Source: an optimization exercise on an open RTL-to-GDS flow (aim: small area, a short achievable clock period and few clock cycles per item). Production flows keep margins and buffers that such runs may drop. In this exercise RTL edits were held to simulation tests only and were not proved equivalent to the original. Power figures rest on the tool's default switching activity, not on a simulated workload.

## job 8105
## mul_share_arbiter
module mul_share_arbiter #(
    parameter int DATAWIDTH = 64,
    parameter int LATENCY   = 3
) (
    input  logic                   Clk,
    input  logic                   Rst,
    input  logic [3:0]             Req,
    input  logic [4*DATAWIDTH-1:0] A,
    input  logic [4*DATAWIDTH-1:0] B,
    output logic [3:0]             Grant,
    output logic [3:0]             Done,
    output logic [DATAWIDTH-1:0]   Prod,
    output logic                   Busy
);
Size in the first run: ~6400 cells after synthesis, ~760 flip-flops, roughly 590 I/O pins, roughly 0.062 sq mm of cells after synthesis.
==> flow/config.mk <==
export PLATFORM = sky130hd
export DESIGN_NAME = mul_share_arbiter
export DESIGN_NICKNAME = mul_share_arbiter
export VERILOG_FILES = /design/flow/design.v
export SDC_FILE = /design/flow/constraint.sdc
export NUM_CORES = 4
export LEC_CHECK = 0
export ABC_AREA = 1
export CAP_MARGIN = 30
export CORE_MARGIN = 2
export CORE_UTILIZATION = 40
export SETUP_SLACK_MARGIN = 5
export SLEW_MARGIN = 30
export SYNTH_HIERARCHICAL = 1
==> flow/constraint.sdc <==
create_clock -name core_clock -period 8.5 [get_ports {Clk}]
set_input_delay 1.7000 -clock core_clock [delete_from_list [all_inputs] [get_ports {Clk}]]
set_output_delay 1.7000 -clock core_clock [all_outputs]
set_load 0.01 [all_outputs]
standard.sh (not shown) runs the stock make flow with config.mk's settings and CLKGATE_MAP_FILE= SYNTH_SCRIPT=/design/flow/synth_recipe.tcl, a recipe that flattens the netlist after the stock synthesis.
==> flow/flow/run.sh <==
#!/bin/bash
set -euo pipefail
cd "$(dirname "$0")/.."
bash standard.sh "BUFFER_PORTS_ARGS=-buffer_cell sky130_fd_sc_hd__buf_1" \
    SETUP_SLACK_MARGIN=5.6 finish > standard.log 2>&1
The layout from job 8105, despite a flow that completed every stage, fails the layout checks, with the failing checks listed as max-capacitance violations, max-slew violations.
Testbench counts of job 8105, summed over its fixed seeds: cycles 1,568, items 1,536.
diff inputs: job 8105 => job 4241
- CAP_MARGIN now 20, was 30
- SLEW_MARGIN now 20, was 30
==> flow/run.sh (new file) <==
#!/bin/bash
# synth_recipe.tcl (not shown) runs the flow's synth.tcl, then flattens the netlist and writes it again
# the make line also repeats each setting of config.mk as NAME=value (left out here)
make -C /OpenROAD-flow-scripts/flow DESIGN_CONFIG=/design/flow/config.mk WORK_HOME=/design/flow/orfs CLKGATE_MAP_FILE= SYNTH_SCRIPT=/design/flow/synth_recipe.tcl finish
removed: flow/flow/run.sh
removed: flow/standard.sh
Notes after the runs:
Job 4241: done, clean on timing, DRC and antenna. Routed wire length: job 4241 vs job 8105 down 8.3%. Job 4241 vs job 8105 — synthesis-to-layout area growth dropped 2.3 points. Against job 8105, job 4241 comes in 0.028 lower on final RePlAce weighted congestion. Job 8105 vs job 4241, critical setup path kind: flip-flop to output pin vs flip-flop to flip-flop. Job 4241 against job 8105: worst max-slew margin expressed relative to the limit climbed 16 points, total power climbed 1.8%.
Setup changes, job 4241 to job 6711
==> flow/flow/run.sh (new file) <==
#!/bin/bash
set -euo pipefail
cd "$(dirname "$0")/.."
bash standard.sh "BUFFER_PORTS_ARGS=-buffer_cell sky130_fd_sc_hd__buf_1" \
    SETUP_SLACK_MARGIN=5.6 finish > standard.log 2>&1
==> flow/standard.sh (new file) <==
#!/bin/bash
# synth_recipe.tcl (not shown) runs the flow's synth.tcl, then flattens the netlist and writes it again
# the make line also repeats each setting of config.mk as NAME=value (left out here)
make -C /OpenROAD-flow-scripts/flow DESIGN_CONFIG=/design/flow/config.mk WORK_HOME=/design/flow/orfs CLKGATE_MAP_FILE= SYNTH_SCRIPT=/design/flow/synth_recipe.tcl "${@:-finish}"
removed: flow/run.sh
[summary]
- Although job 6711 finished all stages, its layout failed final checks on max-capacitance violations, max-slew violations.
- Going from job 4241 to job 6711, share of the clock period used by the worst path shows a reduction of 5.8 points, first-iteration DRC count shows an increase of 2006, instance count on the critical path shows an increase of 7.
- [compare] base=job 4241 new=job 6711: power consumption fell about 2%; fraction of final layout cells sized beyond drive strength 1 rose 7.8 points; total number of tap cells about even.
## Diff of input files: job 2134 against job 6711
- an added CTS_BUF_LIST of sky130_fd_sc_hd__clkbuf_8
- a change of CAP_MARGIN from 20 to 60
- a change of SLEW_MARGIN from 20 to 60
==> notes.md <==
- Against job 6711, leakage power summed over all cells in job 2134 came out worse.
- Relative to job 6711, power share of the clock group decreased by 2.1 points in job 2134.
- Job 2134 against job 6711: minimum period implied by the final worst setup slack picked up an extra 0.12 ns; combinational group share of total power barely changed; biggest fanout along the worst timing path lower; post-route DRC violation count flat; first-pass GRT wire length now sits lower.
- Job 2134 finished end to end and its layout was clean on timing, DRC and antenna.
- A type of the worst setup path of flip-flop to output pin is what job 2134 shows, while flip-flop to flip-flop belongs to job 6711.
- Delta (job 2134 minus job 6711): global-route usage down 0.44 points; overall power of the completed layout down about 4.3%.


## oak
Another version of the RTL of mul_share_arbiter (not shown whole).
For scale: roughly 730 flip-flops, ~590 I/O pins, ~0.061 mm² of cells after synthesis.
export LEC_CHECK = 0
export ABC_AREA = 1
export CAP_MARGIN = 20
export CORE_MARGIN = 2
export CORE_UTILIZATION = 40
export SETUP_SLACK_MARGIN = 5
export SLEW_MARGIN = 20
export SYNTH_HIERARCHICAL = 1
create_clock -name core_clock -period 8.5 [get_ports {Clk}]
==> flow/flow/run.sh <==
#!/bin/bash
set -euo pipefail
cd "$(dirname "$0")/.."
bash standard.sh "BUFFER_PORTS_ARGS=-buffer_cell sky130_fd_sc_hd__buf_1" \
    SETUP_SLACK_MARGIN=5.3 finish > standard.log 2>&1
oak: done, clean on timing, DRC and antenna
Testbench counts of oak, summed over its fixed seeds: cycles 1,568, items 1,536.
Edits applied to the flow inputs when going from oak to pine:
Settings: PLACE_DENSITY: unset -> 0.7; CORE_UTILIZATION: 40 -> 60.
==> flow/run.sh (new file) <==
#!/bin/bash
# synth_recipe.tcl (not shown) runs the flow's synth.tcl, then flattens the netlist and writes it again
# the make line also repeats each setting of config.mk as NAME=value (left out here)
make -C /OpenROAD-flow-scripts/flow DESIGN_CONFIG=/design/flow/config.mk WORK_HOME=/design/flow/orfs CLKGATE_MAP_FILE= SYNTH_SCRIPT=/design/flow/synth_recipe.tcl finish
removed: flow/flow/run.sh
removed: flow/standard.sh
==> comparison <==
Compared with oak, pine shows a area added between synthesis and finish that is 1.2 points lower. Diff oak -> pine: final design area excluding fillers lost 710 µm²; final-layout clock buffer total lost 9.3%. For routed length per placed instance, dividing the value from oak by the value from pine gives 1.05. Compared with oak, in pine power dissipated by switching net loads now sits lower; fraction of the cycle the final worst path needs now sits higher; global-route total usage across every layer now sits higher; wire length now sits lower. Compared with oak, pine shows a lower area occupied by registers. Core utilization: pine higher than oak.

-- re-timing with driven ports --
No port has a modelled driver above. Below, the same layouts with a new extraction and two added sets of constraints. Step 1, drivers: a clkbuf_16 drives Clk and a buf_2 each remaining input, both assumed. Step 2, shift: input delay + t, output delay - t, t = (earliest + latest rising clock arrival at the registers) / 2. This alone moves slack from input paths to output paths. Slacks: no drivers / after step 1 / after step 2; pairs: no drivers / after step 1.
run | t (ns) | slack for setup (ns) | worst setup path after step 2 | slew at the worst register clock pin (ns) | worst data-port slew with drivers (ns)
job 8105 | 0.825 | 5.442 / 5.365 / 5.125 | input to register | 0.07 / 0.07 | 0.16
job 4241 | 0.776 | 4.931 / 4.931 / 4.680 | input to register | 0.08 / 0.08 | 0.31
job 6711 | 0.798 | 5.424 / 5.394 / 4.997 | input to register | 0.07 / 0.07 | 0.16
job 2134 | 0.950 | 5.305 / 5.244 / 5.260 | input to register | 0.08 / 0.08 | 0.14
oak | 0.777 | 5.197 / 5.197 / 4.930 | input to register | 0.07 / 0.07 | 0.16
pine | 0.789 | 4.896 / 4.896 / 4.844 | input to register | 0.07 / 0.07 | 0.17
For job 6711, which loses most, drivers alone change the setup slack by -0.030 ns; drivers and shift together by -0.427 ns.
